This design comes from an exercise in tuning for small area on the open sky130 flow, not from production work. Function was checked by simulation only, so behaviour that the tests miss may differ from the original. No activity file was given, so power comes from the tool's default toggle rates.

==> flow/design.v <==
package lc3b_types;
  typedef logic [15:0]  lc3b_word;
  typedef logic [255:0] lc3b_32bytes;
  typedef enum logic [1:0] {
    IDLE = 2'd0,
    BUSY = 2'd1,
    RESP = 2'd2
  } pmem_resp_state_t;
  function automatic int pmem_max(input int a, input int b);
    pmem_max = (a > b) ? a : b;
  endfunction
endpackage
module pmem_line_array
#(
  parameter int SLOTS = 8
) (
  input  logic                    clk,
  input  logic                    ins_a_i,
  input  logic                    ins_b_i,
  input  lc3b_types::lc3b_32bytes din_i,
  output lc3b_types::lc3b_32bytes tap_a_o,
  output lc3b_types::lc3b_32bytes tap_b_o
);
  localparam int W = 256;
  logic [SLOTS*W-1:0] ring_a_q;
  logic [SLOTS*W-1:0] ring_b_q;
  assign tap_a_o = ring_a_q[SLOTS*W-1 -: W];
  assign tap_b_o = ring_b_q[SLOTS*W-1 -: W];
  always_ff @(posedge clk) begin
    ring_a_q <= {ring_a_q[(SLOTS-1)*W-1:0], (ins_a_i ? din_i : tap_a_o)};
    ring_b_q <= {ring_b_q[(SLOTS-1)*W-1:0], (ins_b_i ? din_i : tap_b_o)};
  end
endmodule
module pmem_line_responder
#(
  parameter int LINES         = 16,
  parameter int READ_LATENCY  = 8,
  parameter int WRITE_LATENCY = 8
) (
  input  logic        clk,
  input  logic        reset,
  input  logic        pmem_read,
  input  logic        pmem_write,
  input  lc3b_types::lc3b_word    pmem_address,
  input  lc3b_types::lc3b_32bytes pmem_wdata,
  output logic        pmem_resp,
  output lc3b_types::lc3b_32bytes pmem_rdata,
  output logic        protocol_error
);
  logic          busy_q;    
  logic [2:0]    cnt_q;     
  logic          wr_q;
  logic [10:0]   tag_q;     
  logic          resp_q;
  logic          perr_q;
  logic [2:0]    ph_q;
  logic [15:0]   valid_q;
  lc3b_types::lc3b_32bytes buf_q;
  lc3b_types::lc3b_32bytes tap_a, tap_b;
  logic       accept;
  logic [3:0] line;
  logic       at_tap;
  logic       line_valid;
  logic       req_changed;
  logic       sel_w, sel_a, sel_b, sel_h, cap;
  logic       ins_a, ins_b;
  assign accept = !busy_q && (pmem_read || pmem_write);
  assign line   = busy_q ? tag_q[3:0] : pmem_address[8:5];
  assign at_tap = (line[2:0] == ~ph_q);
  assign line_valid = valid_q[line];
  assign cap   = (busy_q ? !wr_q : (pmem_read && !pmem_write)) && at_tap;
  assign sel_w = !busy_q && pmem_write;
  assign sel_a = cap && line_valid && !line[3];
  assign sel_b = cap && line_valid &&  line[3];
  assign sel_h = !sel_w && !cap;
  assign ins_a = busy_q && wr_q && at_tap && !line[3];
  assign ins_b = busy_q && wr_q && at_tap &&  line[3];
  assign req_changed = (wr_q ? !pmem_write : !pmem_read) || (pmem_address[15:5] != tag_q);
  pmem_line_array #(
    .SLOTS(8)
  ) u_array (
    .clk    (clk),
    .ins_a_i(ins_a),
    .ins_b_i(ins_b),
    .din_i  (buf_q),
    .tap_a_o(tap_a),
    .tap_b_o(tap_b)
  );
  lc3b_types::lc3b_32bytes buf_d;
  pmem_line_select u_sel (
    .sel_w_i(sel_w),
    .sel_a_i(sel_a),
    .sel_b_i(sel_b),
    .sel_h_i(sel_h),
    .w_i    (pmem_wdata),
    .a_i    (tap_a),
    .b_i    (tap_b),
    .h_i    (buf_q),
    .d_o    (buf_d)
  );
  always_ff @(posedge clk) begin
    buf_q <= buf_d;
  end
  always_ff @(posedge clk) begin
    if (reset) begin
      busy_q  <= 1'b0;
      resp_q  <= 1'b0;
      perr_q  <= 1'b0;
      ph_q    <= '0;
      valid_q <= '0;
    end else begin
      ph_q   <= ph_q + 3'd1;
      resp_q <= busy_q && (cnt_q == 3'd6);
      if (busy_q) begin
        cnt_q <= cnt_q + 3'd1;
        if (resp_q) begin
          busy_q <= 1'b0;
        end else if (req_changed) begin
          perr_q <= 1'b1;
        end
      end else if (accept) begin
        busy_q <= 1'b1;
        cnt_q  <= '0;
        wr_q   <= pmem_write;
        tag_q  <= pmem_address[15:5];
        if (pmem_write) begin
          valid_q[pmem_address[8:5]] <= 1'b1;
        end
        if (pmem_write && pmem_read) begin
          perr_q <= 1'b1;
        end
      end
    end
  end
  assign pmem_resp      = resp_q;
  assign pmem_rdata     = buf_q;
  assign protocol_error = perr_q;
endmodule
module pmem_line_select (
  input  logic                    sel_w_i,
  input  logic                    sel_a_i,
  input  logic                    sel_b_i,
  input  logic                    sel_h_i,
  input  lc3b_types::lc3b_32bytes w_i,
  input  lc3b_types::lc3b_32bytes a_i,
  input  lc3b_types::lc3b_32bytes b_i,
  input  lc3b_types::lc3b_32bytes h_i,
  output lc3b_types::lc3b_32bytes d_o
);
  assign d_o = ({256{sel_w_i}} & w_i) | ({256{sel_a_i}} & a_i) |
               ({256{sel_b_i}} & b_i) | ({256{sel_h_i}} & h_i);
endmodule
==> flow/config.mk <==
export PLATFORM = sky130hd
export DESIGN_NAME = pmem_line_responder
export DESIGN_NICKNAME = pmem_line_responder
export VERILOG_FILES = /design/flow/design.v
export SDC_FILE = /design/flow/constraint.sdc
export NUM_CORES = 4
export LEC_CHECK = 0
export CAP_MARGIN = 20
export CORE_MARGIN = 2
export CORE_UTILIZATION = 60
export CTS_CLUSTER_DIAMETER = 100
export CTS_CLUSTER_SIZE = 30
export SLEW_MARGIN = 20
export SYNTH_HIERARCHICAL = 1
export SYNTH_MINIMUM_KEEP_SIZE = 0
==> flow/constraint.sdc <==
create_clock -name core_clock -period 10.0 [get_ports {clk}]
set_input_delay 2.0000 -clock core_clock [delete_from_list [all_inputs] [get_ports {clk}]]
set_output_delay 2.0000 -clock core_clock [all_outputs]
set_load 0.01 [all_outputs]
standard.sh (not shown) runs the stock make flow with config.mk's settings and CLKGATE_MAP_FILE= SYNTH_SCRIPT=/design/flow/synth_recipe.tcl, a recipe that flattens the netlist after the stock synthesis.
==> flow/flow/run.sh <==
#!/bin/bash
# Standard ORFS layout (the standard.sh, unchanged synthesis and steps), except that the
# port buffers are the smallest buffer cell instead of the one buffer_ports picks by itself,
# and clock tree synthesis uses larger sink clusters without dummy loads.
set -euo pipefail
export BUFFER_PORTS_ARGS="-buffer_cell sky130_fd_sc_hd__buf_1"
export CTS_ARGS="-sink_clustering_enable -repair_clock_nets -sink_clustering_size 36 -sink_clustering_max_diameter 60 -dont_use_dummy_load"
bash standard.sh > standard.log 2>&1
Then changed:
==> flow/flow/run.sh (replaced) <==
#!/bin/bash
# Standard ORFS layout (the standard.sh, unchanged synthesis and steps), except that the
# port buffers are the smallest buffer cell instead of the one buffer_ports picks by itself.
set -euo pipefail
export BUFFER_PORTS_ARGS="-buffer_cell sky130_fd_sc_hd__buf_1"
bash standard.sh > standard.log 2>&1
Settings changed: CTS_BUF_LIST from default to sky130_fd_sc_hd__clkbuf_8, CTS_CLUSTER_DIAMETER 100 to 50, CTS_CLUSTER_SIZE 30 to 18.
What happened:
- hold slack gets better by 34 ps
- die area does not change
- clock skew drops by 24 ps
- cell count climbs slightly
- setup slack gets better by 160 ps
- wire length climbs slightly
- non-clock buffer count does not change
- final area barely changes
- total power stays flat
Then changed:
Settings changed: CORE_UTILIZATION 60 to 40, CTS_BUF_LIST sky130_fd_sc_hd__clkbuf_8 to default, CTS_CLUSTER_DIAMETER 50 to 100, CTS_CLUSTER_SIZE 18 to 30.
Outcome: Design area goes up slightly. First-iteration DRC count goes up by a few percent. Register-to-register slack gets worse by 250 ps. Global-route usage goes down by 6.1 points. Die area goes up by well over a third. Wire length goes up slightly. Fmax goes down by a little under a tenth. Sequential power is about the same. Core utilization goes down by 20 points. Power goes up slightly. Via count goes down slightly.
Then changed:
==> flow/run.sh (new file) <==
#!/bin/bash
# synth_recipe.tcl (not shown) runs the flow's synth.tcl, then flattens the netlist and writes it again
# the make line also repeats each setting of config.mk as NAME=value (left out here)
make -C /OpenROAD-flow-scripts/flow DESIGN_CONFIG=/design/flow/config.mk WORK_HOME=/design/flow/orfs CLKGATE_MAP_FILE= SYNTH_SCRIPT=/design/flow/synth_recipe.tcl finish
removed: flow/flow/run.sh
removed: flow/standard.sh
Result: Sequential power is about the same. Sequential share of layout area drops by 2.3 points. Utilization climbs by 1.3 points. Wire length rises slightly.
Then changed:
==> flow/flow/run.sh (new file) <==
#!/bin/bash
# Standard ORFS layout (the standard.sh, unchanged synthesis and steps), except that the
# port buffers are the smallest buffer cell instead of the one buffer_ports picks by itself.
set -euo pipefail
export BUFFER_PORTS_ARGS="-buffer_cell sky130_fd_sc_hd__buf_1"
bash standard.sh > standard.log 2>&1
==> flow/standard.sh (new file) <==
#!/bin/bash
# synth_recipe.tcl (not shown) runs the flow's synth.tcl, then flattens the netlist and writes it again
# the make line also repeats each setting of config.mk as NAME=value (left out here)
make -C /OpenROAD-flow-scripts/flow DESIGN_CONFIG=/design/flow/config.mk WORK_HOME=/design/flow/orfs CLKGATE_MAP_FILE= SYNTH_SCRIPT=/design/flow/synth_recipe.tcl "${@:-finish}"
Settings changed: CORE_UTILIZATION 40 to 60, CTS_CLUSTER_DIAMETER 100 to 70, CTS_CLUSTER_SIZE 30 to 36.
removed: flow/run.sh
Setup slack gets better by 470 ps.
Wire length shrinks by about 4.4%.
Power stays flat.
Then changed:
Settings changed: CTS_CLUSTER_DIAMETER 70 to 80, CTS_CLUSTER_SIZE 36 to 30.
=> Sequential cell count stays the same; design area decreases by 0.48%; critical path depth stays the same; global-route usage is about the same; power decreases by 1.4%; worst setup slack improves by 24 ps; area after synthesis does not change; non-clock buffer count is unchanged; fmax increases by 0.48%.

afterwards: timing with drivers on the ports:
How much do the figures lean on ideal ports? The routed layouts below were timed once more, with nothing changed but the port constraints.
Step 1 sets driving cells, clkbuf_16 on the clock port and buf_2 on the other inputs (assumed; they add their load-dependent delay and slew).
Step 2 adds t to the input delays and takes it off the output delays; t is the mean of the earliest and latest rising clock arrival at the registers after step 1. Input paths then give back, and output paths get back, about the clock's delay inside the block.
a / b / c = ideal ports / drivers / drivers and shift; a / b = the first two.
run	shift t [ns]	setup slack, ns	worst setup path after step 2	worst register clock-pin slew, ns	cell pins on the clock port's net
the first run	0.881	4.978 / 5.017 / 4.136	input to register	0.12 / 0.12	1
the second run	1.081	5.143 / 5.179 / 4.099	input to register	0.11 / 0.11	1
the third run	0.920	4.691 / 4.744 / 3.824	input to register	0.12 / 0.12	1
the fourth run	0.916	4.461 / 4.495 / 3.579	input to register	0.12 / 0.12	1
the fifth run	0.901	4.930 / 4.970 / 4.068	input to register	0.12 / 0.12	1
the sixth run	0.897	4.954 / 4.993 / 4.095	input to register	0.11 / 0.11	1
After both steps setup and hold are still met in every run listed. The setup slack of the second run, which loses most, moves by +0.036 ns with the drivers and by -1.044 ns with both steps.
